From an optimization exercise on the open Yosys and OpenROAD flow, aimed at small area, a short achievable clock period and few clock cycles per item; shortcuts taken in it are not production practice. Only simulation tests tie the RTL to the original design; equivalence was not proved. Power is estimated from default activity; no workload was simulated.

===== flow/run.sh =====
#!/bin/bash
# synth_recipe.tcl (not shown) runs the flow's synth.tcl, then flattens the netlist and writes it again
# the make line also repeats each setting of config.mk as NAME=value (left out here)
make -C /OpenROAD-flow-scripts/flow DESIGN_CONFIG=/design/flow/config.mk WORK_HOME=/design/flow/orfs CLKGATE_MAP_FILE= SYNTH_SCRIPT=/design/flow/synth_recipe.tcl finish

===== flow/config.mk =====
export PLATFORM = sky130hd
export DESIGN_NAME = sat_top
export DESIGN_NICKNAME = sat_top
export VERILOG_FILES = /design/flow/design.v
export SDC_FILE = /design/flow/constraint.sdc
export NUM_CORES = 4
export LEC_CHECK = 0
export CAP_MARGIN = 20
export CORE_MARGIN = 2
export CORE_UTILIZATION = 55
export SETUP_SLACK_MARGIN = 2.2
export SLEW_MARGIN = 20

===== flow/constraint.sdc =====
create_clock -name core_clock -period 5.0 [get_ports {clk}]
set_input_delay 1.0000 -clock core_clock [delete_from_list [all_inputs] [get_ports {clk}]]
set_output_delay 1.0000 -clock core_clock [all_outputs]
set_load 0.01 [all_outputs]

===== flow/design.v =====
`default_nettype none
package sat_pkg;
    typedef logic [2:0] op_t;
    typedef logic [2:0] rc_t;
    localparam op_t OP_CLEAR  = 3'd0;
    localparam op_t OP_ADD    = 3'd1;
    localparam op_t OP_BEGIN  = 3'd2;
    localparam op_t OP_REPORT = 3'd3;
    localparam op_t OP_TICK   = 3'd4;
    localparam op_t OP_CANCEL = 3'd5;
    localparam op_t OP_REMOVE = 3'd6;
    localparam rc_t RC_OK      = 3'd0;
    localparam rc_t RC_WINDOW  = 3'd1;
    localparam rc_t RC_UNKNOWN = 3'd2;
    localparam rc_t RC_DUP     = 3'd3;
    localparam rc_t RC_FULL    = 3'd4;
    localparam rc_t RC_BADIDX  = 3'd5;
    localparam int CFG_IDX_W = 8;
    localparam int CFG_DATA_W = 16;
    localparam logic [CFG_IDX_W-1:0] CFG_TIMEOUT     = 8'd0;
    localparam logic [CFG_IDX_W-1:0] CFG_ACCEPT_CODE = 8'd1;
    localparam logic [15:0] TIMEOUT_RESET = 16'd8;
    localparam logic [7:0]  ACCEPT_RESET  = 8'd0;
    typedef struct packed {
        op_t         op;
        logic [63:0] node_iid;
        logic [7:0]  report_status;
        logic [5:0]  entry_index;
    } sat_req_t;
    typedef struct packed {
        rc_t        result_code;
        logic [6:0] member_count;
        logic       window_open;
        logic       admission_done;
        logic [6:0] accepted_total;
        logic [6:0] rejected_total;
        logic [6:0] silent_total;
        logic       table_empty;
        logic [5:0] match_index;
    } sat_rsp_t;
    typedef enum logic [2:0] {
        ST_IDLE,
        ST_EXEC,
        ST_FIND,
        ST_SHIFT,
        ST_COMPACT,
        ST_FINISH
    } state_t;
endpackage
`default_nettype wire
`default_nettype none
module sat_id_ram #(
    parameter int DEPTH = 16
) (
    input  wire logic             clk,
    input  wire logic [DEPTH-1:0] we,
    input  wire logic [63:0]      wdata,
    input  wire logic [63:0]      key,
    output logic      [DEPTH-1:0] match
);
    logic [63:0] mem [DEPTH];
    always_ff @(posedge clk)
    begin
        for (int i = 0; i < DEPTH; i++)
        begin
            if (we[i])
            begin
                mem[i] <= wdata;
            end
        end
    end
    always_comb
    begin
        for (int i = 0; i < DEPTH; i++)
        begin
            match[i] = mem[i] == key;
        end
    end
endmodule
`default_nettype wire
`default_nettype none
module sat_ctrl #(
    parameter int MAX_ENTRIES = 16
) (
    input  wire logic              clk,
    input  wire logic              rst_n,
    input  wire logic              req_valid,
    output logic                   req_ready,
    input  wire sat_pkg::sat_req_t req,
    output logic                   rsp_valid,
    input  wire logic              rsp_ready,
    output sat_pkg::sat_rsp_t      rsp,
    input  wire logic [15:0]       timeout_ticks,
    input  wire logic [7:0]        accepted_code
);
    localparam int N  = MAX_ENTRIES;
    localparam int AW = (N > 1) ? $clog2(N) : 1;
    localparam int CW = $clog2(N + 1);
    localparam int NP = N * (N - 1) / 2;
    localparam logic [CW-1:0] FULL_COUNT = CW'(N);
    function automatic int pidx(input int p, input int q);
        pidx = p * N - (p * (p + 1)) / 2 + (q - p - 1);
    endfunction
    logic [N-1:0]  occ_reg, rep_reg, acc_reg;
    logic [NP-1:0] ord_reg;
    logic [AW-1:0] rank_reg [N];
    logic [N-1:0]  drop_reg;
    logic [CW-1:0] count_reg, vcount_reg, nacc_reg, nrej_reg, nsil_reg;
    logic          window_reg;
    logic [15:0]   countdown_reg;
    logic          nsil_one_reg, cd_last_reg;
    logic          r_valid;
    logic          r_clear, r_add, r_begin, r_report, r_tick, r_cancel, r_remove;
    logic [N-1:0]  r_match;
    logic [AW-1:0] r_slot_i;
    logic [N-1:0]  r_slot;
    logic          r_eq;
    logic [5:0]    r_idx;
    logic          s_valid;
    logic          s_moves;      
    logic          s_clear, s_add, s_begin, s_report, s_tick, s_cancel, s_remove;
    logic [N-1:0]  s_win;
    logic          s_any;
    logic [AW-1:0] s_slot_i;
    logic [N-1:0]  s_slot;
    logic          s_eq;
    logic [5:0]    s_idx;
    logic              rsp_valid_reg;
    sat_pkg::sat_rsp_t rsp_reg;
    logic          dropping;
    logic [N-1:0]  used_c, used_n, free_n, slot_n, slot_q;
    logic          full_q, pend_free, sure_full, stall_add;
    logic          r_grow, s_grow, r_free_op, s_free_op;
    logic          rsp_free, hold, adv, s_free, bubble, adv2, fire, r_load;
    logic [N-1:0]  we, match_in;
    logic [N-1:0]  drop_next;
    logic          drop_any_reg;
    logic [2:0]    count_top_reg;
    assign dropping = drop_any_reg;
    logic [AW-1:0] slot_q_i;
    always_comb
    begin
        slot_q_i = '0;
        for (int i = 0; i < N; i++)
        begin
            slot_q_i = slot_q_i | (slot_q[i] ? AW'(i) : '0);
        end
        for (int i = 0; i < N; i++)
        begin
            r_slot[i] = r_grow && r_slot_i == AW'(i);
            s_slot[i] = s_grow && s_slot_i == AW'(i);
        end
    end
    assign used_c = occ_reg | drop_reg | (r_valid ? r_slot : '0) | (s_valid ? s_slot : '0);
    assign used_n = used_c | (fire ? we : '0);
    assign free_n = ~used_n;
    always_comb
    begin
        for (int i = 0; i < N; i++)
        begin
            slot_n[i] = free_n[i];
            for (int j = 0; j < i; j++)
            begin
                slot_n[i] = slot_n[i] & ~free_n[j];
            end
        end
    end
    always_ff @(posedge clk or negedge rst_n)
    begin
        if (!rst_n)
        begin
            slot_q <= N'(1);
            full_q <= 1'b0;
        end
        else
        begin
            slot_q <= slot_n;
            full_q <= &used_n;
        end
    end
    assign pend_free = dropping || (r_valid && r_free_op) || (s_valid && s_free_op);
    assign sure_full = !pend_free &&
                       (count_top_reg[2] ||
                        (count_top_reg[1] && ((r_valid && r_grow) != (s_valid && s_grow))) ||
                        (count_top_reg[0] && r_valid && r_grow && s_valid && s_grow));
    assign stall_add = (req.op == sat_pkg::OP_ADD) && full_q && !sure_full;
    assign rsp_free  = !rsp_valid_reg || rsp_ready;
    assign hold      = dropping && s_report && window_reg;
    assign adv       = s_valid && rsp_free && !hold;
    assign s_free    = !s_valid || adv;
    assign bubble    = r_remove && (dropping || (s_valid && s_moves));
    assign adv2      = r_valid && s_free && !bubble;
    assign req_ready = (!r_valid || adv2) && !stall_add;
    assign fire      = req_valid && req_ready;
    assign we        = (req_valid && req.op == sat_pkg::OP_ADD) ? slot_q : '0;
    assign r_load    = !r_valid || adv2;
    sat_id_ram #(
        .DEPTH (N)
    ) u_ids (
        .clk   (clk),
        .we    (we),
        .wdata (req.node_iid),
        .key   (req.node_iid),
        .match (match_in)
    );
    always_ff @(posedge clk or negedge rst_n)
    begin
        if (!rst_n)
        begin
            r_valid <= 1'b0;
        end
        else if (fire)
        begin
            r_valid <= 1'b1;
        end
        else if (adv2)
        begin
            r_valid <= 1'b0;
        end
    end
    always_ff @(posedge clk)
    begin
        if (r_load)
        begin
            r_clear  <= req.op == sat_pkg::OP_CLEAR;
            r_add    <= req.op == sat_pkg::OP_ADD;
            r_begin  <= req.op == sat_pkg::OP_BEGIN;
            r_report <= req.op == sat_pkg::OP_REPORT;
            r_tick   <= req.op == sat_pkg::OP_TICK;
            r_cancel <= req.op == sat_pkg::OP_CANCEL;
            r_remove <= req.op == sat_pkg::OP_REMOVE;
            r_match  <= match_in;
            r_slot_i <= slot_q_i;
            r_grow    <= req.op == sat_pkg::OP_ADD && !full_q;
            r_free_op <= req.op == sat_pkg::OP_CLEAR || req.op == sat_pkg::OP_REPORT ||
                         req.op == sat_pkg::OP_TICK || req.op == sat_pkg::OP_REMOVE;
            r_eq     <= req.report_status == accepted_code;
            r_idx    <= req.entry_index;
        end
    end
    logic [N-1:0]  sel, first, win_o, f_hit, win;
    logic          any_o, any;
    assign f_hit = r_match & ((s_valid && s_add) ? s_slot : '0);
    assign sel   = occ_reg & r_match & ((s_valid && s_remove) ? ~s_win : '1);
    logic [N-1:0]  r_tgt;
    logic [CW-1:0] count_f;
    logic          r_bad;
    assign count_f = count_reg + CW'(s_valid && s_grow);
    assign r_bad   = r_idx >= 6'(count_f);
    always_comb
    begin
        for (int p = 0; p < N; p++)
        begin
            r_tgt[p] = !r_bad &&
                       ((occ_reg[p] && rank_reg[p] == r_idx[AW-1:0]) ||
                        (s_valid && s_grow && s_slot[p] && vcount_reg[AW-1:0] == r_idx[AW-1:0]));
        end
    end
    always_comb
    begin
        for (int q = 0; q < N; q++)
        begin
            first[q] = 1'b1;
            for (int p = 0; p < N; p++)
            begin
                if (p < q)
                begin
                    first[q] = first[q] & (~sel[p] | ~ord_reg[pidx(p, q)]);
                end
                else if (p > q)
                begin
                    first[q] = first[q] & (~sel[p] | ord_reg[pidx(q, p)]);
                end
            end
        end
    end
    assign win_o = sel & first;
    assign any_o = |sel;
    assign win   = any_o ? win_o : f_hit;
    assign any   = any_o || (|f_hit);
    always_ff @(posedge clk or negedge rst_n)
    begin
        if (!rst_n)
        begin
            s_valid <= 1'b0;
        end
        else if (adv2)
        begin
            s_valid <= 1'b1;
        end
        else if (adv)
        begin
            s_valid <= 1'b0;
        end
    end
    always_ff @(posedge clk)
    begin
        if (adv2)
        begin
            s_clear  <= r_clear;
            s_add    <= r_add;
            s_begin  <= r_begin;
            s_report <= r_report;
            s_tick   <= r_tick;
            s_cancel <= r_cancel;
            s_remove <= r_remove;
            s_win    <= r_remove ? r_tgt : win;
            s_any    <= any;
            s_slot_i <= r_slot_i;
            s_grow    <= r_grow;
            s_free_op <= r_free_op;
            s_moves   <= r_remove || r_report || r_tick;
            s_eq     <= r_eq;
            s_idx    <= r_idx;
        end
    end
    logic [AW-1:0] win_rank;
    logic          rep_w, tgt_rep, tgt_acc;
    logic          found, rep_ok, one_left, close_rep, cd_last, close_tick, close;
    logic          eq_ok, rej_ok;
    logic [N-1:0]  acc_u;
    logic [CW-1:0] acc_total, rej_total, sil_total;
    logic          bad_idx, full, add_ok, rm_now;
    always_comb
    begin
        win_rank = '0;
        for (int p = 0; p < N; p++)
        begin
            win_rank = win_rank | (s_win[p] ? rank_reg[p] : '0);
        end
    end
    assign rep_w      = |(s_win & rep_reg);
    assign tgt_rep    = |(s_win & rep_reg);
    assign tgt_acc    = |(s_win & acc_reg);
    assign found      = s_report && window_reg && s_any;
    assign rep_ok     = found && !rep_w;
    assign eq_ok      = rep_ok && s_eq;
    assign rej_ok     = rep_ok && !s_eq;
    assign one_left   = nsil_one_reg;
    assign close_rep  = rep_ok && one_left;
    assign cd_last    = cd_last_reg;
    assign close_tick = s_tick && window_reg && cd_last;
    assign close      = close_rep || close_tick;
    assign acc_u      = acc_reg | (eq_ok ? s_win : '0);
    assign acc_total = close_rep ? (s_eq ? nacc_reg + 1'b1 : nacc_reg) :
                       close_tick ? nacc_reg : '0;
    assign rej_total = close_rep ? (s_eq ? nrej_reg : nrej_reg + 1'b1) :
                       close_tick ? nrej_reg : '0;
    assign sil_total = close_tick ? nsil_reg : '0;
    assign bad_idx = s_idx >= 6'(count_reg);
    assign full    = count_reg == FULL_COUNT;
    assign add_ok  = s_add && !full;
    assign rm_now  = s_remove && !bad_idx;
    logic [N-1:0]  occ_next, rep_next, acc_next;
    logic [CW-1:0] count_next, nacc_next, nrej_next, nsil_next;
    logic          window_next;
    logic [15:0]   countdown_next, cd_dec;
    logic          cd_last_next;
    always_comb
    begin
        logic zero_below;
        zero_below = 1'b1;
        for (int i = 0; i < 16; i++)
        begin
            cd_dec[i]  = countdown_reg[i] ^ zero_below;
            zero_below = zero_below & ~countdown_reg[i];
        end
    end
    assign cd_last_next = s_begin ? timeout_ticks[15:1] == '0 :
                          (s_tick && window_reg) ? (countdown_reg[15:2] == '0 &&
                                                    !(countdown_reg[1] && countdown_reg[0])) :
                          cd_last_reg;
    sat_pkg::rc_t  rc;
    always_comb
    begin
        occ_next       = occ_reg;
        rep_next       = rep_reg;
        acc_next       = acc_reg;
        count_next     = count_reg;
        nacc_next      = nacc_reg;
        nrej_next      = nrej_reg;
        nsil_next      = nsil_reg;
        window_next    = window_reg;
        countdown_next = countdown_reg;
        rc             = sat_pkg::RC_OK;
        if (s_clear)
        begin
            occ_next    = '0;
            count_next  = '0;
            nacc_next   = '0;
            nrej_next   = '0;
            nsil_next   = '0;
            window_next = 1'b0;
        end
        if (s_add)
        begin
            if (full)
            begin
                rc = sat_pkg::RC_FULL;
            end
            else
            begin
                occ_next   = occ_reg | s_slot;
                rep_next   = rep_reg & ~s_slot;
                acc_next   = acc_reg & ~s_slot;
                count_next = count_reg + 1'b1;
                nsil_next  = nsil_reg + 1'b1;
            end
        end
        if (s_begin)
        begin
            rep_next       = '0;
            acc_next       = '0;
            nacc_next      = '0;
            nrej_next      = '0;
            nsil_next      = count_reg;
            window_next    = 1'b1;
            countdown_next = (timeout_ticks == '0) ? 16'd1 : timeout_ticks;
        end
        if (s_report)
        begin
            if (!window_reg)
            begin
                rc = sat_pkg::RC_WINDOW;
            end
            else if (!s_any)
            begin
                rc = sat_pkg::RC_UNKNOWN;
            end
            else if (rep_w)
            begin
                rc = sat_pkg::RC_DUP;
            end
        end
        if (rep_ok)
        begin
            rep_next  = rep_reg | s_win;
            acc_next  = acc_u;
            nsil_next = nsil_reg - 1'b1;
        end
        if (eq_ok)
        begin
            nacc_next = nacc_reg + 1'b1;
        end
        if (rej_ok)
        begin
            nrej_next = nrej_reg + 1'b1;
        end
        if (s_tick && window_reg)
        begin
            countdown_next = cd_dec;
        end
        if (close)
        begin
            occ_next    = occ_reg & acc_u;
            count_next  = acc_total;
            nacc_next   = acc_total;
            nrej_next   = '0;
            nsil_next   = '0;
            window_next = 1'b0;
        end
        if (s_cancel)
        begin
            window_next = 1'b0;
        end
        if (s_remove)
        begin
            if (bad_idx)
            begin
                rc = sat_pkg::RC_BADIDX;
            end
            else
            begin
                occ_next   = occ_reg & ~s_win;
                count_next = count_reg - 1'b1;
                nacc_next  = nacc_reg - CW'(tgt_acc);
                nrej_next  = nrej_reg - CW'(tgt_rep && !tgt_acc);
                nsil_next  = nsil_reg - CW'(!tgt_rep);
            end
        end
    end
    always_ff @(posedge clk or negedge rst_n)
    begin
        if (!rst_n)
        begin
            occ_reg    <= '0;
            count_reg  <= '0;
            count_top_reg <= '0;
            nacc_reg   <= '0;
            nrej_reg   <= '0;
            nsil_reg   <= '0;
            nsil_one_reg <= 1'b0;
            window_reg <= 1'b0;
        end
        else if (adv)
        begin
            occ_reg    <= occ_next;
            count_reg  <= count_next;
            count_top_reg <= {count_next == CW'(N), count_next == CW'(N - 1),
                              count_next == CW'(N - 2)};
            nacc_reg   <= nacc_next;
            nrej_reg   <= nrej_next;
            nsil_reg   <= nsil_next;
            nsil_one_reg <= nsil_next == CW'(1);
            window_reg <= window_next;
        end
    end
    always_ff @(posedge clk)
    begin
        if (adv)
        begin
            rep_reg       <= rep_next;
            acc_reg       <= acc_next;
            countdown_reg <= countdown_next;
            cd_last_reg   <= cd_last_next;
        end
    end
    logic [N-1:0] ord_set;
    assign ord_set = (adv && add_ok) ? s_slot : '0;
    always_ff @(posedge clk)
    begin
        for (int p = 0; p < N; p++)
        begin
            for (int q = p + 1; q < N; q++)
            begin
                ord_reg[pidx(p, q)] <= (ord_reg[pidx(p, q)] & ~ord_set[p]) | ord_set[q];
            end
        end
    end
    logic [N-1:0]  dcand, dnext, dpick_q, dsel, dec;
    logic          dstep, dec_go, clear_go;
    logic [CW-1:0] new_rank;
    assign dcand = drop_reg & ~dpick_q;
    always_comb
    begin
        for (int i = 0; i < N; i++)
        begin
            dnext[i] = dcand[i];
            for (int j = 0; j < i; j++)
            begin
                dnext[i] = dnext[i] & ~dcand[j];
            end
        end
    end
    assign dstep    = |dpick_q;
    assign clear_go = adv && s_clear;
    assign dec_go   = dstep || (adv && rm_now);
    assign new_rank = vcount_reg - CW'(dstep);
    assign dsel     = dpick_q | ((adv && rm_now) ? s_win : '0);
    always_comb
    begin
        for (int p = 0; p < N; p++)
        begin
            dec[p] = 1'b0;
            for (int q = 0; q < N; q++)
            begin
                if (q < p)
                begin
                    dec[p] = dec[p] | (dsel[q] & ord_reg[pidx(q, p)]);
                end
                else if (q > p)
                begin
                    dec[p] = dec[p] | (dsel[q] & ~ord_reg[pidx(p, q)]);
                end
            end
        end
    end
    always_ff @(posedge clk or negedge rst_n)
    begin
        if (!rst_n)
        begin
            dpick_q <= '0;
        end
        else
        begin
            dpick_q <= clear_go ? '0 : dnext;
        end
    end
    always_ff @(posedge clk)
    begin
        for (int p = 0; p < N; p++)
        begin
            if (ord_set[p])
            begin
                rank_reg[p] <= new_rank[AW-1:0];
            end
            else if (dec[p])
            begin
                rank_reg[p] <= rank_reg[p] - 1'b1;
            end
        end
    end
    assign drop_next = (drop_reg & ~dpick_q) | ((adv && close) ? occ_reg & ~acc_u : '0);
    always_ff @(posedge clk or negedge rst_n)
    begin
        if (!rst_n)
        begin
            drop_reg     <= '0;
            drop_any_reg <= 1'b0;
            vcount_reg   <= '0;
        end
        else if (clear_go)
        begin
            drop_reg     <= '0;
            drop_any_reg <= 1'b0;
            vcount_reg   <= '0;
        end
        else
        begin
            drop_reg     <= drop_next;
            drop_any_reg <= |drop_next;
            vcount_reg   <= vcount_reg + CW'(adv && add_ok) - CW'(dec_go);
        end
    end
    always_ff @(posedge clk or negedge rst_n)
    begin
        if (!rst_n)
        begin
            rsp_valid_reg <= 1'b0;
        end
        else if (adv)
        begin
            rsp_valid_reg <= 1'b1;
        end
        else if (rsp_ready)
        begin
            rsp_valid_reg <= 1'b0;
        end
    end
    always_ff @(posedge clk)
    begin
        if (adv)
        begin
            rsp_reg.result_code    <= rc;
            rsp_reg.member_count   <= 7'(count_next);
            rsp_reg.window_open    <= window_next;
            rsp_reg.admission_done <= close;
            rsp_reg.accepted_total <= 7'(acc_total);
            rsp_reg.rejected_total <= 7'(rej_total);
            rsp_reg.silent_total   <= 7'(sil_total);
            rsp_reg.table_empty    <= (((close_rep && !s_eq) || close_tick) && nacc_reg == '0) ||
                                      (rm_now && count_reg == CW'(1));
            rsp_reg.match_index    <= found ? 6'(win_rank) : '0;
        end
    end
    assign rsp_valid = rsp_valid_reg;
    assign rsp       = rsp_reg;
endmodule
`default_nettype wire
`default_nettype none
module session_admission_table_core #(
    parameter int MAX_ENTRIES = 16
) (
    input  wire logic                              clk,
    input  wire logic                              rst_n,
    input  wire logic                              req_valid,
    output logic                                   req_ready,
    input  wire sat_pkg::sat_req_t                 req,
    output logic                                   rsp_valid,
    input  wire logic                              rsp_ready,
    output sat_pkg::sat_rsp_t                      rsp,
    input  wire logic                              cfg_valid,
    output logic                                   cfg_ready,
    input  wire logic [sat_pkg::CFG_IDX_W-1:0]     cfg_index,
    input  wire logic [sat_pkg::CFG_DATA_W-1:0]    cfg_data
);
    logic [15:0] timeout_reg;
    logic [7:0]  accept_code_reg;
    assign cfg_ready = 1'b1;
    sat_ctrl #(
        .MAX_ENTRIES (MAX_ENTRIES)
    ) u_ctrl (
        .clk           (clk),
        .rst_n         (rst_n),
        .req_valid     (req_valid),
        .req_ready     (req_ready),
        .req           (req),
        .rsp_valid     (rsp_valid),
        .rsp_ready     (rsp_ready),
        .rsp           (rsp),
        .timeout_ticks (timeout_reg),
        .accepted_code (accept_code_reg)
    );
    always_ff @(posedge clk or negedge rst_n)
    begin
        if (!rst_n)
        begin
            timeout_reg     <= sat_pkg::TIMEOUT_RESET;
            accept_code_reg <= sat_pkg::ACCEPT_RESET;
        end
        else if (cfg_valid && cfg_ready)
        begin
            if (cfg_index == sat_pkg::CFG_TIMEOUT)
            begin
                timeout_reg <= cfg_data;
            end
            else if (cfg_index == sat_pkg::CFG_ACCEPT_CODE)
            begin
                accept_code_reg <= cfg_data[7:0];
            end
        end
    end
endmodule
`default_nettype wire
`default_nettype none
module sat_top (
    input  wire logic        clk,
    input  wire logic        rst_n,
    input  wire logic        req_valid,
    output logic             req_ready,
    input  wire logic [2:0]  req_op,
    input  wire logic [63:0] req_node_iid,
    input  wire logic [7:0]  req_report_status,
    input  wire logic [5:0]  req_entry_index,
    output logic             rsp_valid,
    input  wire logic        rsp_ready,
    output logic [2:0]       rsp_result_code,
    output logic [6:0]       rsp_member_count,
    output logic             rsp_window_open,
    output logic             rsp_admission_done,
    output logic [6:0]       rsp_accepted_total,
    output logic [6:0]       rsp_rejected_total,
    output logic [6:0]       rsp_silent_total,
    output logic             rsp_table_empty,
    output logic [5:0]       rsp_match_index,
    input  wire logic        cfg_valid,
    output logic             cfg_ready,
    input  wire logic [7:0]  cfg_index,
    input  wire logic [15:0] cfg_data
);
    sat_pkg::sat_req_t req;
    sat_pkg::sat_rsp_t rsp;
    assign req.op            = req_op;
    assign req.node_iid      = req_node_iid;
    assign req.report_status = req_report_status;
    assign req.entry_index   = req_entry_index;
    assign rsp_result_code    = rsp.result_code;
    assign rsp_member_count   = rsp.member_count;
    assign rsp_window_open    = rsp.window_open;
    assign rsp_admission_done = rsp.admission_done;
    assign rsp_accepted_total = rsp.accepted_total;
    assign rsp_rejected_total = rsp.rejected_total;
    assign rsp_silent_total   = rsp.silent_total;
    assign rsp_table_empty    = rsp.table_empty;
    assign rsp_match_index    = rsp.match_index;
    session_admission_table_core #(
        .MAX_ENTRIES (16)
    ) u_core (
        .clk       (clk),
        .rst_n     (rst_n),
        .req_valid (req_valid),
        .req_ready (req_ready),
        .req       (req),
        .rsp_valid (rsp_valid),
        .rsp_ready (rsp_ready),
        .rsp       (rsp),
        .cfg_valid (cfg_valid),
        .cfg_ready (cfg_ready),
        .cfg_index (cfg_index),
        .cfg_data  (cfg_data)
    );
endmodule
`default_nettype wire

==> results of run 1 <==
kinds of logic after synthesis:
logic type | Yosys count
AOI/OAI and AO/OA | 746
and+or+nand+nor | 1278
adders and majority gates | 65
muxes | 72
DFF | 1483
xor gates and xnor gates | 1159
other | 2
buffers and inverters | 398
layout by cell type (no fill, tap or decap), types with 77 or more instances in the layout:
cell type / Yosys / layout
a21oi_1: 101 / 77
buf_4: 12 / 351
clkbuf_16: 0 / 159
dfrtp_1: 120 / 113
dfxtp_1: 120 / 120
edfxtp_1: 1241 / 1241
inv_1: 93 / 80
nand2_1: 431 / 417
nand4_1: 98 / 98
nor2_1: 175 / 163
nor4_1: 304 / 292
o21ai_0: 153 / 130
xor2_1: 1107 / 1106
cell usage after synthesis (8+ instances only):
library cell  count  area [um^2]
and3_1           38        237.7
nor3b_1           9        67.56
buf_1            30        112.6
a31oi_1          42        262.8
and2_1            9        56.30
a32oi_1          37        324.1
ha_1             64        800.8
dfrtp_1         120         3003
o21ai_0         153        765.7
a21oi_1         101        505.5
a2111o_1          8        90.09
a221o_1          10        100.1
nand2_1         431         1618
nor2_1          175        656.9
a22o_1           27        236.5
nor2b_1          17        106.4
a22oi_1          60        450.4
inv_1            93        349.1
nor4_1          304         1902
nor3_1           83        415.4
nand4_1          98        613.1
buf_4            12        90.09
a211oi_1          9        67.56
a21o_1           47        352.8
a41oi_1          16        140.1
o22ai_1          89        556.8
o2111ai_1         8        70.07
mux2i_1          46        460.4
buf_2            15        75.07
edfxtp_1       1241        37270
xnor2_1          52        455.4
mux2_2           25        281.5
a221oi_1         52        455.4
clkbuf_1        240        900.9
o211ai_1         13        97.59
dfxtp_1         120         2402
a2111oi_0         8        70.07
nand3_1          49        245.2
nand2b_1         18        112.6
xor2_1         1107         9696
o221ai_1         18        157.7
layer usage:
metal	vias up	share of wire (%)
met5	-	0.0059
met4	2	6.2
met3	746	9.3
met2	2843	46
met1	23820	38
li1	20230	-
path summary, 6_finish.rpt:
kind / start / end / slack, ps / depth (start not counted)
max: u_core.u_ctrl.drop_any_reg$_DFF_PN0_ / req_ready / 1860 / 7
max reg2reg: u_core.u_ctrl.count_reg[0]$_DFFE_PN0P_ / u_core.u_ctrl.rank_reg[4][3]$_DFFE_PP_ / 1920 / 14
min reg2reg: u_core.u_ctrl.r_begin$_DFFE_PP_ / u_core.u_ctrl.s_begin$_DFFE_PP_ / 420 / 0
max in group asynchronous: rst_n / u_core.timeout_reg[3]$_DFFE_PN1P_ / 3620 / 2
min: rst_n / u_core.u_ctrl.nrej_reg[3]$_DFFE_PN0P_ / 260 / 1
min in group core_clock: u_core.u_ctrl.r_begin$_DFFE_PP_ / u_core.u_ctrl.s_begin$_DFFE_PP_ / 420 / 0
power breakdown:
group | switching [mW] | internal, mW
registers | 2.39 | 14.9
clock network | 4.91 | 6.48
logic | 4.82 | 3.19
total | 12.1 | 24.5
repair_timing:
action | 4_1_cts | 5_1_grt
pin swaps | 109 | 110
gates cloned | 13 | 3
hold buffers | 0 | 0
setup buffers | 131 | 74
setup endpoints to repair | 278 | 242
gates resized for setup | 280 | 212
cell type report:
type	count	area, um^2
antenna	2	5.005
clock buffer	207	4178
clock inverter	79	777.0
fill	8880	40370
inverter	97	397.9
multi-input combinational	3334	25980
sequential	1483	42730
tap	1625	2033
timing repair buffer	602	5391
timing repair inverter	1	11.26
==> impl_metrics.toml, run 1 <==
[worst_setup_path]
crit_arrival_ps = 2140
crit_path_max_incr_delay_ps = 470
crit_path_start_kind = "flop"
end_kind = "output port"
worst-path-buf-inv = 2
critPathSlowestCell = "dfrtp_1"
cp.required_ps = 4000
cp_top_family = "simple AND/OR/NAND/NOR gates"
path_cells = "nand3_4 > a21boi_4 > nand2b_4 > nand2_8 > nand2_2 > inv_2 > buf_6"
crit_fanout = 14
critPathKind = "flop to output port"

[global_route]
grt_pass1_vias = 45200
grt_max_degree = 90
grtUsageMet1_pct = 48.54
antenna_found_initial = 4
grt_use_met2_pct = 58.75
grt_usage_pct = 37.07
grt_util_met3_pct = 7.810
grt-ovfl-total = 0
grt_pass1_wl_um = 332100
busiest_layer = "met2"

[timing]
setup_viol = 0
period_share_pct = 62.76
finalSetupTns_ps = 0
finalHoldViolCount = 0
finClkSkew_ps = 30.56
whs_ps = 264.5
max_freq_mhz = 318.7
rsz0062_at_grt = "true"
drv_slew = 0
fin_crit_ps = 3138
maxSlewHeadroom_pct = 21.03
worst_pin_slew_ps = 1185
finalWorstSetupSlack_ps = 1862

[place]
io_buffers = 141
routabilityCongestion = 1.064
dpl_cell_area_mm2 = 0.07220
dp_slack_ps = 906.6
dp_hpwl_um = 156000
dp.cells = 6921

[floorplan]
io_pins = 153
num_rows = 128
die_w_um = 354.7
die_h_um = 354.7
dieArea_mm2 = 0.1258
initial_utilization_pct = 55.52
core-area_mm2 = 0.1219

[yosys]
yosysSeqAreaShare_pct = 63.14
synthSimpleGateAreaFrac_pct = 9.549
synth_area_per_cell_um2 = 13.00
yosysWarnings = 5
async_flop_share_pct = 8.227
synth-seq-cells = 1483
synth_cells = 5203
synth_compound_area_share_pct = 7.619
synth_top_family_by_area = "XOR/XNOR gates"
muxShareOfSynthArea_pct = 1.117
synth_area_mm2 = 0.06766
synth_edf_count = 1241
synth_flop_cell = "edfxtp_1"
synth_xor_area_share_pct = 15.00
ys_types = 96
synth_adder_area_share_pct = 1.213

[clock_tree]
clock_sinks = 1483
root_buffer = "clkbuf_16"
cts_tree = "built"
clockBufferDepth = 3
cts_buffers = 155
htreeDepth = 4
clk_latency_ps = 810
cts.clk_slew.worst_paths_ps = 60

[power]
p_total_mw = 36.66
ir_drop_mv = 0.3948
leakage_nw = 30.34
powerDensity_mw_per_mm2 = 449.8

[layout]
layout-drive-gt1-share_pct = 19.30
stdcell_count = 7430
largest_reg_flops = 1024
area_delta_synth_final_pct = 20.47
nets = 5849
final_area_mm2 = 0.08151
utilization_pct = 66.88

[drt]
ant_nets = 0
vias_per_cell = 6.413
wire_per_inst_um = 31.78
via_count = 47650
drt_wl_total_um = 236100
drc = 0
drtIter0Drc = 6062
drt_pass1_iterations = 8

[flow_run]
drv_cap = 0

[worst_hold_path]
hold_path.class = "input port to asynchronous set/reset pin"

[outcome]
status = "complete, no violations"
Testbench counts, summed over its fixed seeds: cycles 4,973, items 4,723.
==> inputs of run 2 (changes only) <==
--- a/flow/config.mk
+++ b/flow/config.mk
@@ -9,4 +9,4 @@
 export CORE_MARGIN = 2
-export CORE_UTILIZATION = 55
-export SETUP_SLACK_MARGIN = 2.2
+export CORE_UTILIZATION = 65
+export SETUP_SLACK_MARGIN = 2.0
 export SLEW_MARGIN = 20
==> run 2 against run 1 <==
- cell area fell by 4.0%
- worst setup slack got worse by 74 ps
- utilization rose by 8.9 points
- critical endpoint unchanged
==> impl_metrics.toml, run 2 <==
[place]
dp_hpwl_um = 145400
routabilityCongestion = 1.072
io_buffers = 141

[power]
leakage_nw = 29.33
powerDensity_mw_per_mm2 = 448.4
ir_drop_mv = 0.4505

[yosys]
synth_cells = 5203
synth_top_area_share_pct = 55.08
yosysWarnings = 5
synth_area_mm2 = 0.06766
yosys.cell_count.top_type = "edfxtp_1"
yosysSeqAreaShare_pct = 63.14
synth-seq-cells = 1483
synth_flop_cell = "edfxtp_1"
netlist.top_cell.by_area = "edfxtp_1"
synth_area_per_cell_um2 = 13.00
synth_common_cells = "edfxtp_1 (1241), xor2_1 (1107), nand2_1 (431)"
ys_types = 96
synth.area.top_cells = "edfxtp_1 (55%), xor2_1 (14%), dfrtp_1 (4.4%)"
async_flop_share_pct = 8.227
synth_edf_count = 1241

[drt]
vias_per_cell = 6.715
drc = 0
wire_per_inst_um = 30.92
drt_pass1_iterations = 9
ant_nets = 0
drt_wl_total_um = 218200
via_count = 47390
drtIter0Drc = 6570

[timing]
maxSlewHeadroom_pct = 24.11
drv_slew = 0
period_share_pct = 64.23
rsz0062_at_grt = "true"
worst_pin_slew_ps = 1138
finalHoldViolCount = 0
fin_crit_ps = 3212
max_freq_mhz = 311.4
setup_viol = 0
finalSetupTns_ps = 0
finClkSkew_ps = 33.46

[outcome]
status = "complete, no violations"

[worst_setup_path]
r2r_setup_slack_ps = 1860
end_kind = "output port"
crit_arrival_ps = 2210
critPathKind = "flop to output port"
crit_path_start_kind = "flop"
cp.required_ps = 4000
crit_fanout = 3

[layout]
final_common_cell = "edfxtp_1"
area_delta_synth_final_pct = 15.70
largest_reg_flops = 1024
layout-drive-gt1-share_pct = 14.49
nets = 5726
utilization_pct = 75.75
layout_common_cells = "edfxtp_1 (1241), xor2_1 (1106), nand2_1 (424)"

[clock_tree]
cts_tree = "built"
htreeDepth = 4
clock_sinks = 1483
root_buffer = "clkbuf_16"
cts_buffers = 150
cts.clk_slew.worst_paths_ps = 60
clockBufferDepth = 3
cts_hold_buf = 0
clk_latency_ps = 780

[floorplan]
dieArea_mm2 = 0.1067
io_pins = 153
num_rows = 118
die_h_um = 326.6
core-area_mm2 = 0.1033
initial_utilization_pct = 65.47
die_w_um = 326.6

[global_route]
grt_pass1_vias = 45200
antenna_found_initial = 6
grt_usage_pct = 40.50
grt-ovfl-total = 0
grt_max_degree = 65
grt_pass1_wl_um = 312500

[worst_hold_path]
hold_path.class = "input port to asynchronous set/reset pin"

[flow_run]
drv_cap = 0
## run 2: cell count changes in the layout (fill, tap and decap cells not counted), sizes merged, moves of 2 or more
cell      before  now
buf          520  408
bufinv        11    8
clkbuf       212  209
clkinv        55   53
clkinvlp       8    3
inv          103  100
## run 2: final cells by class
| cell class | count | area (um^2) |
|---|---|---|
| flip-flops and latches | 1483 | 42730 |
| fillers | 6483 | 25060 |
| multi-input cells | 3333 | 24500 |
| clock buffers | 208 | 4148 |
| repair buffers | 486 | 4116 |
| well taps | 1380 | 1727 |
| clock inverters | 67 | 660.6 |
| inverters | 97 | 397.9 |
| diodes | 3 | 7.507 |
## run 2: cells by family (layout without fill, tap and decap cells)
logic type / count (synthesis) / count (layout) / synth area share, %
simple gates: 1278 / 1280 / 9.549
xor+xnor: 1159 / 1159 / 15.00
compound gates: 746 / 746 / 7.619
mux: 72 / 72 / 1.117
buf+inv: 398 / 858 / 2.347
other cells: 2 / 14 / 0.01110
flops: 1483 / 1483 / 63.14
fa+ha+maj: 65 / 65 / 1.213
## run 2: critical path: stages (launching register included)
cell,delay (ps)
dfrtp_2,420
buf_12,130
buf_6,100
a221o_1,330
o211ai_4,220
nand2_2,80
inv_2,70
buf_6,100
## run 2: final timing paths
check	start	to	cells after the start
min in group core_clock	u_core.u_ctrl.r_begin$_DFFE_PP_	u_core.u_ctrl.s_begin$_DFFE_PP_	0
max in group asynchronous	rst_n	u_core.u_ctrl.occ_reg[12]$_DFFE_PN0P_	2
worst max register to register	u_core.u_ctrl.countdown_reg[0]$_DFFE_PP_	u_core.u_ctrl.countdown_reg[15]$_DFFE_PP_	17
worst max-delay path	u_core.u_ctrl.s_valid$_DFFE_PN0P_	req_ready	7
worst min-delay path	rst_n	u_core.u_ctrl.nrej_reg[4]$_DFFE_PN0P_	1
worst min register to register	u_core.u_ctrl.r_begin$_DFFE_PP_	u_core.u_ctrl.s_begin$_DFFE_PP_	0
## run 2: what timing repair did
item | in CTS | in global routing
endpoints found under the setup margin | 262 | 157
cloned | 8 | 1
resized for setup | 118 | 66
pin swaps | 45 | 36
setup buffers | 58 | 33
## run 2: where the power goes
part	switching, mW	leakage, nW	total [mW]	internal (mW)
Sequential	2.07	14.0	16.9	14.9
Combinational	4.40	13.0	7.13	2.73
Clock	4.77	2.34	11.0	6.26
## run 2: per-layer routing
metal,vias up,wire (um),share of wire (%),track usage [%]
met5,-,101,0.046,0
met4,10,16290,7.5,24.35
met3,885,23610,11,8.720
met2,3304,100200,46,63.50
met1,23230,78000,36,52.25
li1,19960,-,-,-
## run 2: stage by stage
stage               power (mW)  std cells  hold slack, ps  worst slack, ps  instance area [um^2]
floorplan                19.99       5212           400.3             1834                 68140
global placement         22.89       6677           401.0            758.9                 71740
detailed placement       23.05       6679           404.5            762.0                 71790
CTS                      34.44       7020           257.8             1676                 77630
global route             36.02       7054           299.2             1733                 78280
finish                   35.10       7057           274.4             1788                 78290
==> inputs of run 3 (changes only) <==
--- a/flow/design.v
+++ b/flow/design.v
@@ -154,3 +154,8 @@
     assign used_c = occ_reg | drop_reg | (r_valid ? r_slot : '0) | (s_valid ? s_slot : '0);
-    assign used_n = used_c | (fire ? we : '0);
+    logic clear_n;
+    assign clear_n = (fire && req.op == sat_pkg::OP_CLEAR) || (r_valid && r_clear) ||
+                     (s_valid && s_clear && !adv);
+    assign used_n  = clear_n ? ((r_valid ? r_slot : '0) | ((s_valid && !adv) ? s_slot : '0) |
+                                (fire ? we : '0)) :
+                               (used_c | (fire ? we : '0));
     assign free_n = ~used_n;
==> run 3 against run 2 <==
- cell count up 1.0%
- still clean on timing, DRC and antenna
- critical endpoint is now u_core.u_ctrl.rank_reg[11][1]$_DFFE_PP_
- combinational power up about 30%
- cell area up 1.8%
- non-clock buffer count up 58
- largest cell class unchanged
- worst setup slack worse by 260 ps
- power up 7.4%
- via count up 3.8%
- global-route usage up 2.3 points
==> impl_metrics.toml, run 3 <==
[layout]
n_fill_cell = 6277
layout_common_cells = "edfxtp_1 (1241), xor2_1 (1104), nand2_1 (387)"
area_delta_synth_final_pct = 17.28
nets = 5793
layout-drive-gt1-share_pct = 16.82
final_common_cell = "edfxtp_1"
multi_input_area_mm2 = 0.02525
largest_reg_flops = 1024
seq_area_mm2 = 0.04273

[timing]
finalHoldViolCount = 0
setup_viol = 0
drv_slew = 0
rsz0062_at_grt = "true"
max_freq_mhz = 288.1
worst_pin_slew_ps = 1226
period_share_pct = 69.43
whs_ps = 248.3
finClkSkew_ps = 35.89
fin_crit_ps = 3472
finalSetupTns_ps = 0
maxSlewHeadroom_pct = 17.94

[power]
p_int_mw = 24.91
switching_share_pct = 33.91
pwr-share-seq_pct = 45.9
p_switching_mw = 12.78
ir_drop_mv = 0.5853
power_frac_clock_pct = 29.5
combinationalPowerShare_pct = 24.5
leakage_nw = 29.71
powerDensity_mw_per_mm2 = 472.9

[worst_setup_path]
path_cells = "ha_4 > nand2_2 > o211a_1 > nor2_4 > buf_6 > nor2_4 > buf_12 > buf_8 > a21oi_4 > buf_12 > o22ai_2 > a211o_1 > or4_4"
worstReg2RegStart = "u_core.u_ctrl.s_idx[2]$_DFFE_PP_"
end_kind = "flop"
crit_path_start_kind = "flop"
crit_path_start = "u_core.u_ctrl.s_idx[2]$_DFFE_PP_"
cp.depth = 13
worst-path-buf-inv = 4
crit_path_max_incr_delay_ps = 590
crit_arrival_ps = 3980
critPathKind = "flop to flop"
cp.required_ps = 5510
crit_fanout = 6
critPathSlowestCell = "or4_4"
r2r_cells = 13
r2r_setup_slack_ps = 1530
cp_top_family = "compound AO/OA/AOI/OAI gates"

[clock_tree]
root_buffer = "clkbuf_16"
cts_hold_buf = 0
cts.clk_slew.worst_paths_ps = 60
cts_tree = "built"
cts_buffers = 150
clk_latency_ps = 790
clockBufferDepth = 3
clock_sinks = 1483
htreeDepth = 4

[floorplan]
initial_utilization_pct = 65.56
dieArea_mm2 = 0.1071
die_h_um = 327.3
io_pins = 153
core-area_mm2 = 0.1036
die_w_um = 327.3
num_rows = 118

[flow_run]
drv_cap = 0

[yosys]
synth_area_mm2 = 0.06795
yosys.cell_count.top_type = "edfxtp_1"
synth-seq-cells = 1483
synth_cells = 5205
synth_top_area_share_pct = 54.85
synth.area.top_cells = "edfxtp_1 (55%), xor2_1 (14%), dfrtp_1 (4.4%)"
netlist.top_cell.by_area = "edfxtp_1"
yosysSeqAreaShare_pct = 62.88
ys_types = 94
synth_flop_cell = "edfxtp_1"
synth_common_cells = "edfxtp_1 (1241), xor2_1 (1107), nand2_1 (399)"
synth_edf_count = 1241
synth_area_per_cell_um2 = 13.05
async_flop_share_pct = 8.227
yosysWarnings = 5

[drt]
drtIter0Drc = 7449
drc = 0
via_count = 49180
ant_nets = 0
wire_per_inst_um = 32.66
vias_per_cell = 6.899
drt_pass1_iterations = 10
drt_wl_total_um = 232800

[global_route]
grt-ovfl-total = 0
grt_pass1_wl_um = 327500
grt_max_degree = 75
antenna_found_initial = 4
grt_pass1_vias = 46890
grt_usage_pct = 42.78

[place]
routabilityCongestion = 1.062
dp_hpwl_um = 152300
io_buffers = 141

[worst_hold_path]
hold_path.class = "input port to asynchronous set/reset pin"

[outcome]
status = "complete, no violations"
==> run 3: kinds of logic after synthesis <==
| family | synth area share [%] |
|---|---|
| buffers and inverters | 2.304 |
| multiplexers | 1.098 |
| adder cells (fa/ha/maj) | 1.208 |
| flip-flops | 62.88 |
| AO/OA/AOI/OAI | 8.145 |
| other | 0.01105 |
| XOR/XNOR | 14.93 |
| AND/OR/NAND/NOR | 9.428 |
==> run 3: area by class of cell <==
class	instances	area share (%)
Multi-Input combinational cell	3342	31.69
Timing Repair inverter	2	0.03140
Timing Repair Buffer	544	5.905
Tap cell	1380	2.167
Clock buffer	199	5.043
Sequential cell	1483	53.63
Clock inverter	77	1.036
Inverter	95	0.4789
Antenna cell	7	0.02198
==> run 3: power by group through the flow <==
stage	registers (mW)	clock network (mW)	logic, mW
after floorplan	16.2	0	4.85
after global placement	17.3	0	7.12
after detailed placement	17.3	0	7.32
after CTS	17.0	11.1	8.25
after global routing	17.3	11.6	9.73
final	17.3	11.1	9.25
==> run 3: worst register-to-register path, delay by kind of cell, from the launching register on <==
family          cells  cell delay, ps
buf+inv             4             650
flops               1             420
fa+ha+maj           1             300
simple gates        4             820
compound gates      4            1000
==> run 3: worst paths after layout <==
check | endpoint
setup / recovery | u_core.u_ctrl.rank_reg[11][1]$_DFFE_PP_
setup reg to reg | u_core.u_ctrl.rank_reg[11][1]$_DFFE_PP_
min in group core_clock | u_core.u_ctrl.s_add$_DFFE_PP_
hold reg to reg | u_core.u_ctrl.s_add$_DFFE_PP_
hold / removal | u_core.u_ctrl.nsil_reg[3]$_DFFE_PN0P_
max in group asynchronous | u_core.u_ctrl.slot_q[0]$_DFF_PN1_
==> run 3: timing repair <==
item                                    in CTS  in global routing
pin swaps                                   71                 71
buffers inserted                            86                 76
endpoints found under the hold margin        0                  0
gates cloned                                 9                  5
endpoints found under the setup margin     380                157
resized for setup                          181                124
==> run 3: metrics by stage <==
stage          utilization (%)  setup slack (ps)  instances  power, mW  instance area [um^2]
2_1_floorplan                -              1869       5214      21.09                 68530
3_3_place_gp             69.43             672.7       6668      24.45                 71960
3_5_place_dp             69.45             643.3       6669      24.62                 71980
4_1_cts                  75.65              1688       7040      36.41                 78410
5_1_grt                  76.87              1501       7123      38.59                 79670
6_report                 76.89              1528       7129      37.69                 79690
==> run 3: routing by layer <==
layer	vias to the layer above	global-route usage, %	share of wire (%)
li1	20190	-	-
met1	24140	54.83	35
met2	3834	66.74	45
met3	1018	9.289	12
met4	2	27.28	8.1
met5	-	0	0.011
Testbench counts of run 3, summed over its fixed seeds: cycles 4,905, items 4,723.
==> inputs of run 4 (changes only) <==
--- a/flow/config.mk
+++ b/flow/config.mk
@@ -10,3 +10,3 @@
 export CORE_UTILIZATION = 65
-export SETUP_SLACK_MARGIN = 2.0
+export SETUP_SLACK_MARGIN = 2.2
 export SLEW_MARGIN = 20
==> run 4 against run 3 <==
- still clean
- register-to-register slack improved by 250 ps
- clock power about the same
- first-iteration DRC count grew 6.7%
- critical path depth shrank 2
- synthesized cell count unchanged
- utilization rose by 1.8 points
- die area unchanged
- clock skew rose by 6.1 ps
- area after synthesis stayed put
- non-clock buffer count increased by 72
- critical path type unchanged
- critical endpoint is now u_core.u_ctrl.rank_reg[11][3]$_DFFE_PP_
==> impl_metrics.toml, run 4 <==
[layout]
final_common_cell = "edfxtp_1"
area_delta_synth_final_pct = 19.98
layout_common_cells = "edfxtp_1 (1241), xor2_1 (1105), nand2_1 (377)"
layout-drive-gt1-share_pct = 19.51
stdcell_count = 7195
largest_reg_flops = 1024
nets = 5862

[power]
p_total_mw = 38.99
leakage_nw = 30.30
powerDensity_mw_per_mm2 = 478.3
ir_drop_mv = 0.5397

[clock_tree]
clk_latency_ps = 790
cts.clk_slew.worst_paths_ps = 60
cts_hold_buf = 0
clock_sinks = 1483
cts_buffers = 151
htreeDepth = 4
cts_tree = "built"
root_buffer = "clkbuf_16"
clockBufferDepth = 3

[floorplan]
initial_utilization_pct = 65.56
io_pins = 153
dieArea_mm2 = 0.1071
die_w_um = 327.3
core-area_mm2 = 0.1036
num_rows = 118
die_h_um = 327.3

[timing]
period_share_pct = 64.47
finalWorstSetupSlack_ps = 1777
finalSetupTns_ps = 0
fin_crit_ps = 3223
finClkSkew_ps = 41.99
finalHoldViolCount = 0
maxSlewHeadroom_pct = 27.02
drv_slew = 0
worst_pin_slew_ps = 1095
max_freq_mhz = 310.2
setup_viol = 0
rsz0062_at_grt = "true"

[drt]
wire_per_inst_um = 33.79
drc = 0
vias_per_cell = 7.028
drt_wl_total_um = 243100
ant_nets = 0
drtIter0Drc = 7949
via_count = 50570
drt_pass1_iterations = 12

[worst_setup_path]
crit_path_max_incr_delay_ps = 610
crit_path_start = "u_core.u_ctrl.count_reg[0]$_DFFE_PN0P_"
r2r_cells = 11
critPathKind = "flop to flop"
cp_top_family = "compound AO/OA/AOI/OAI gates"
worstReg2RegStart = "u_core.u_ctrl.count_reg[0]$_DFFE_PN0P_"
reg2reg_to = "u_core.u_ctrl.rank_reg[11][3]$_DFFE_PP_"
end_kind = "flop"
r2r_setup_slack_ps = 1780
worst-path-buf-inv = 3
critPathSlowestCell = "or4_4"
crit_arrival_ps = 3720
cp.required_ps = 5500
crit_path_start_kind = "flop"
crit_fanout = 6
path_cells = "ha_4 > nor2b_1 > o211a_1 > nor2_4 > nor2_4 > buf_12 > buf_12 > buf_8 > a21o_4 > a221o_1 > or4_4"

[global_route]
antenna_found_initial = 4
grt_usage_pct = 43.40
grt_max_degree = 65
grt_pass1_wl_um = 333200
grt_pass1_vias = 48030
grt-ovfl-total = 0

[yosys]
synth-seq-cells = 1483
yosysSeqAreaShare_pct = 62.88
synth.area.top_cells = "edfxtp_1 (55%), xor2_1 (14%), dfrtp_1 (4.4%)"
synth_cells = 5205
yosysWarnings = 5
netlist.top_cell.by_area = "edfxtp_1"
synth_area_per_cell_um2 = 13.05
synth_top_area_share_pct = 54.85
ys_types = 94
async_flop_share_pct = 8.227
synth_edf_count = 1241
yosys.cell_count.top_type = "edfxtp_1"
synth_common_cells = "edfxtp_1 (1241), xor2_1 (1107), nand2_1 (399)"
synth_area_mm2 = 0.06795
synth_flop_cell = "edfxtp_1"

[place]
dp_hpwl_um = 152700
routabilityCongestion = 1.031
dp.cells = 6680
io_buffers = 141
dp_slack_ps = 693.5

[flow_run]
drv_cap = 0

[worst_hold_path]
hold_path.class = "input port to asynchronous set/reset pin"

[outcome]
status = "complete, no violations"
-- run 4: cell types whose count changed in the layout (fill, tap and decap cells not counted), sizes merged, moves of 4 or more --
cell / change
buf: +69
bufinv: +4
clkinv: +14
diode: -5
inv: -9
-- run 4: kinds of logic (layout without fill, tap and decap cells) --
family / after synthesis / count (layout) / synth area share, %
AO/OA/AOI/OAI: 791 / 792 / 8.145
AND/OR/NAND/NOR: 1242 / 1243 / 9.428
buffers and inverters: 394 / 991 / 2.304
other: 2 / 13 / 0.01105
flip-flops: 1483 / 1483 / 62.88
adder cells (fa/ha/maj): 65 / 65 / 1.208
XOR/XNOR: 1158 / 1158 / 14.93
multiplexers: 70 / 70 / 1.098
-- run 4: metal layers --
layer,global-route usage [%],wire [um]
met5,0,0
met4,29.95,22040
met3,10.35,30370
met2,66.96,108600
met1,54.70,82160
-- run 4: where the power goes --
group	leakage (nW)	switching [mW]	internal [mW]
sequential	14.0	2.39	15.1
clock	2.43	4.91	6.47
combinational	13.9	6.11	4.06
-- run 4: final cells by class --
type | instances | area (um^2)
clock inverters | 86 | 953.4
multi-input cells | 3339 | 26110
well taps | 1380 | 1727
repair inverters | 1 | 30.03
inverters | 95 | 382.9
fillers | 5773 | 22120
flip-flops and latches | 1483 | 42730
clock buffers | 193 | 4050
repair buffers | 616 | 5533
diodes | 2 | 5.005
-- run 4: worst max-delay path by stage --
stage | end | slack (ps) | depth (start not counted)
finish | u_core.u_ctrl.rank_reg[11][3]$_DFFE_PP_ | 1780 | 11
global route | req_ready | 1740 | 6
detailed placement | req_ready | 690 | 7
CTS | u_core.u_ctrl.rank_reg[15][2]$_DFFE_PP_ | 1870 | 12
global placement | req_ready | 710 | 7
floorplan | u_core.u_ctrl.slot_q[14]$_DFF_PN0_ | 1810 | 10
-- run 4: repair_timing --
item | CTS | global route
endpoints found under the setup margin | 412 | 274
resized for setup | 244 | 243
gates cloned | 6 | 7
pin swaps | 96 | 97
buffers inserted | 142 | 79
-- run 4: per-stage QoR --
step	hold slack [ps]	util (%)	cell area (um^2)
after floorplan	400.3	-	68810
after global placement	410.6	69.73	72270
after detailed placement	426.4	69.74	72280
after CTS	289.3	76.91	79720
after global routing	322.7	78.65	81520
final	280.0	78.66	81520
==> inputs of run 5 (changes only) <==
--- a/flow/config.mk
+++ b/flow/config.mk
@@ -9,3 +9,3 @@
 export CORE_MARGIN = 2
-export CORE_UTILIZATION = 65
+export CORE_UTILIZATION = 55
 export SETUP_SLACK_MARGIN = 2.2
==> run 5 against run 4 <==
- sequential cell count is the same
- routed wire length fell by 2.4%
- worst setup slack gained 9.8 ps
- still clean on timing, DRC and antenna
- cell area down 0.42%
- non-clock buffer count decreased by 26
- synthesized cell count unchanged
- clock-buffer cell count up 14
- largest cell class unchanged
- highest routed layer unchanged
==> impl_metrics.toml, run 5 <==
[outcome]
status = "complete, no violations"

[power]
switching_share_pct = 34.02
p_total_mw = 37.93
leakage_nw = 30.01
ir_drop_mv = 0.6543
pwr-share-seq_pct = 46.0
powerDensity_mw_per_mm2 = 467.2
power_frac_clock_pct = 29.0
p_int_mw = 25.02
p_switching_mw = 12.90
combinationalPowerShare_pct = 25.0

[worst_setup_path]
cp.depth = 12
worst-path-buf-inv = 3
cp-endpoint = "u_core.u_ctrl.rank_reg[10][1]$_DFFE_PP_"
worstReg2RegStart = "u_core.u_ctrl.count_reg[3]$_DFFE_PN0P_"
crit_path_start_kind = "flop"
crit_fanout = 11
path_cells = "clkinv_4 > ha_4 > or4b_4 > o21ai_4 > nor2_4 > buf_12 > nor2_4 > buf_12 > a21o_2 > a22o_1 > a211oi_1 > nand4b_1"
r2r_setup_slack_ps = 1790
reg2reg_to = "u_core.u_ctrl.rank_reg[10][1]$_DFFE_PP_"
crit_arrival_ps = 3680
end_kind = "flop"
critPathSlowestCell = "or4b_4"
cp.required_ps = 5460
r2r_cells = 12
cp_top_family = "simple AND/OR/NAND/NOR gates"
crit_path_max_incr_delay_ps = 490
crit_path_start = "u_core.u_ctrl.count_reg[3]$_DFFE_PN0P_"
critPathKind = "flop to flop"

[timing]
max_freq_mhz = 311.2
worst_pin_slew_ps = 1302
setup_viol = 0
drv_slew = 0
whs_ps = 234.4
finClkSkew_ps = 39.04
finalHoldViolCount = 0
finalSetupTns_ps = 0
rsz0062_at_grt = "true"
maxSlewHeadroom_pct = 13.22
finalWorstSetupSlack_ps = 1787
fin_crit_ps = 3213
period_share_pct = 64.27

[yosys]
synth_common_cells = "edfxtp_1 (1241), xor2_1 (1107), nand2_1 (399)"
yosysWarnings = 5
synth_edf_count = 1241
yosysSeqAreaShare_pct = 62.88
async_flop_share_pct = 8.227
synth_top_area_share_pct = 54.85
yosys.cell_count.top_type = "edfxtp_1"
synth_area_per_cell_um2 = 13.05
synth-seq-cells = 1483
ys_types = 94
synth_area_mm2 = 0.06795
netlist.top_cell.by_area = "edfxtp_1"
synth_cells = 5205
synth_flop_cell = "edfxtp_1"
synth.area.top_cells = "edfxtp_1 (55%), xor2_1 (14%), dfrtp_1 (4.4%)"

[drt]
via_count = 48010
drt_wl_total_um = 237400
ant_nets = 0
wire_per_inst_um = 32.02
drc = 0
vias_per_cell = 6.476
drt_pass1_iterations = 7
drtIter0Drc = 6802

[global_route]
grt_pass1_wl_um = 333100
grt_max_degree = 67
antenna_found_initial = 1
grt-ovfl-total = 0
grt_pass1_vias = 45430
grt_usage_pct = 37.00

[layout]
layout-drive-gt1-share_pct = 18.69
nets = 5840
utilization_pct = 66.44
area_delta_synth_final_pct = 19.48
stdcell_count = 7413
layout_common_cells = "edfxtp_1 (1241), xor2_1 (1106), nand2_1 (379)"
final_area_mm2 = 0.08118
n_fill_cell = 8967
largest_reg_flops = 1024
final_common_cell = "edfxtp_1"

[place]
io_buffers = 141
dp_slack_ps = 616.4
dpl_cell_area_mm2 = 0.07282
dp_hpwl_um = 158900
dp.cells = 6947
routabilityCongestion = 1.039

[floorplan]
die_w_um = 355.5
num_rows = 128
core-area_mm2 = 0.1222
initial_utilization_pct = 55.60
die_h_um = 355.5
io_pins = 153
dieArea_mm2 = 0.1264

[clock_tree]
cts.clk_slew.worst_paths_ps = 70
root_buffer = "clkbuf_16"
clk_latency_ps = 810
htreeDepth = 4
cts_hold_buf = 0
cts_tree = "built"
clockBufferDepth = 3
clock_sinks = 1483
cts_buffers = 154

[worst_hold_path]
hold_path.class = "input port to asynchronous set/reset pin"

[flow_run]
drv_cap = 0
run 5: final cells by class:
cell class / count / area, um^2 / area share, %
Sequential cell: 1483 / 42730 / 52.64
Multi-Input combinational cell: 3339 / 25950 / 31.97
Timing Repair Buffer: 590 / 5279 / 6.502
Clock buffer: 207 / 4155 / 5.118
Tap cell: 1625 / 2033 / 2.504
Clock inverter: 69 / 593.1 / 0.7305
Inverter: 95 / 382.9 / 0.4716
Timing Repair inverter: 2 / 46.29 / 0.05702
Antenna cell: 3 / 7.507 / 0.009247
run 5: routing by layer:
metal / up-vias / GRT usage (%) / share of wire, %
met5: - / 0 / 0
met4: 0 / 18.31 / 6.3
met2: 3022 / 58.81 / 46
li1: 20280 / - / -
met1: 23910 / 48.76 / 38
met3: 799 / 7.355 / 9.3
run 5: worst min path at each step:
stage,from,end,slack [ps],cells past startpoint
global placement,u_core.u_ctrl.r_begin$_DFFE_PP_,u_core.u_ctrl.s_begin$_DFFE_PP_,400,0
finish,rst_n,u_core.u_ctrl.nacc_reg[1]$_DFFE_PN0P_,230,1
CTS,rst_n,u_core.u_ctrl.nsil_one_reg$_DFFE_PN0P_,230,1
floorplan,u_core.u_ctrl.r_add$_DFFE_PP_,u_core.u_ctrl.s_add$_DFFE_PP_,400,0
global route,rst_n,u_core.u_ctrl.nacc_reg[1]$_DFFE_PN0P_,270,1
detailed placement,u_core.u_ctrl.r_eq$_DFFE_PP_,u_core.u_ctrl.s_eq$_DFFE_PP_,410,0
run 5: power groups by stage:
stage / Combinational, mW / Sequential (mW) / Clock (mW)
global placement: 7.42 / 17.4 / 0
floorplan: 4.99 / 16.2 / 0
detailed placement: 7.52 / 17.4 / 0
finish: 9.47 / 17.4 / 11.0
global route: 10.0 / 17.4 / 11.6
CTS: 8.36 / 17.2 / 11.1
run 5: cell families after synthesis:
family	after synthesis	synth area share, %
mux	70	1.098
simple gates	1242	9.428
xor+xnor	1158	14.93
flops	1483	62.88
fa+ha+maj	65	1.208
compound gates	791	8.145
other cells	2	0.01105
buf+inv	394	2.304
run 5: worst reg2reg max path: stages (launching register included):
cell      delay (ps)
dfrtp_2          400
clkinv_4          70
ha_4             240
or4b_4           490
o21ai_4          190
nor2_4            60
buf_12           140
nor2_4           140
buf_12           170
a21o_2           400
a22o_1           220
a211oi_1          50
nand4b_1         290
run 5: what timing repair did:
action,in CTS,in global routing
resized for setup,171,223
buffers inserted,94,77
pin swaps,68,121
cloned,7,8
endpoints found under the setup margin,411,264

[re-timing with driven ports]
The flow's constraints put no driver on any port. The routed layouts listed below were extracted and timed again, unchanged, in two steps. Step 1: set_driving_cell puts a clkbuf_16 on clk and a buf_2 on each other input, an assumption about the parent block. Step 2, shift: input delay + t, output delay - t, t = (earliest + latest rising clock arrival at the registers) / 2. This alone moves slack from input paths to output paths. Slacks: ideal / step 1 / step 2; pairs: ideal / step 1.
run	shift t [ns]	setup WS [ns]	worst hold slack (ns)
run 1	0.871	1.862 / 1.780 / 1.396	0.264 / 0.225 / 0.419
run 2	0.838	1.788 / 1.710 / 1.119	0.274 / 0.222 / 0.418
run 3	0.857	1.528 / 1.528 / 1.147	0.248 / 0.207 / 0.420
run 4	0.853	1.777 / 1.698 / 1.314	0.280 / 0.225 / 0.436
run 5	0.874	1.787 / 1.708 / 1.298	0.234 / 0.191 / 0.421
After both steps setup and hold are still met in every run listed. For run 2, which loses most, drivers alone change the setup slack by -0.078 ns; drivers and shift together by -0.669 ns.
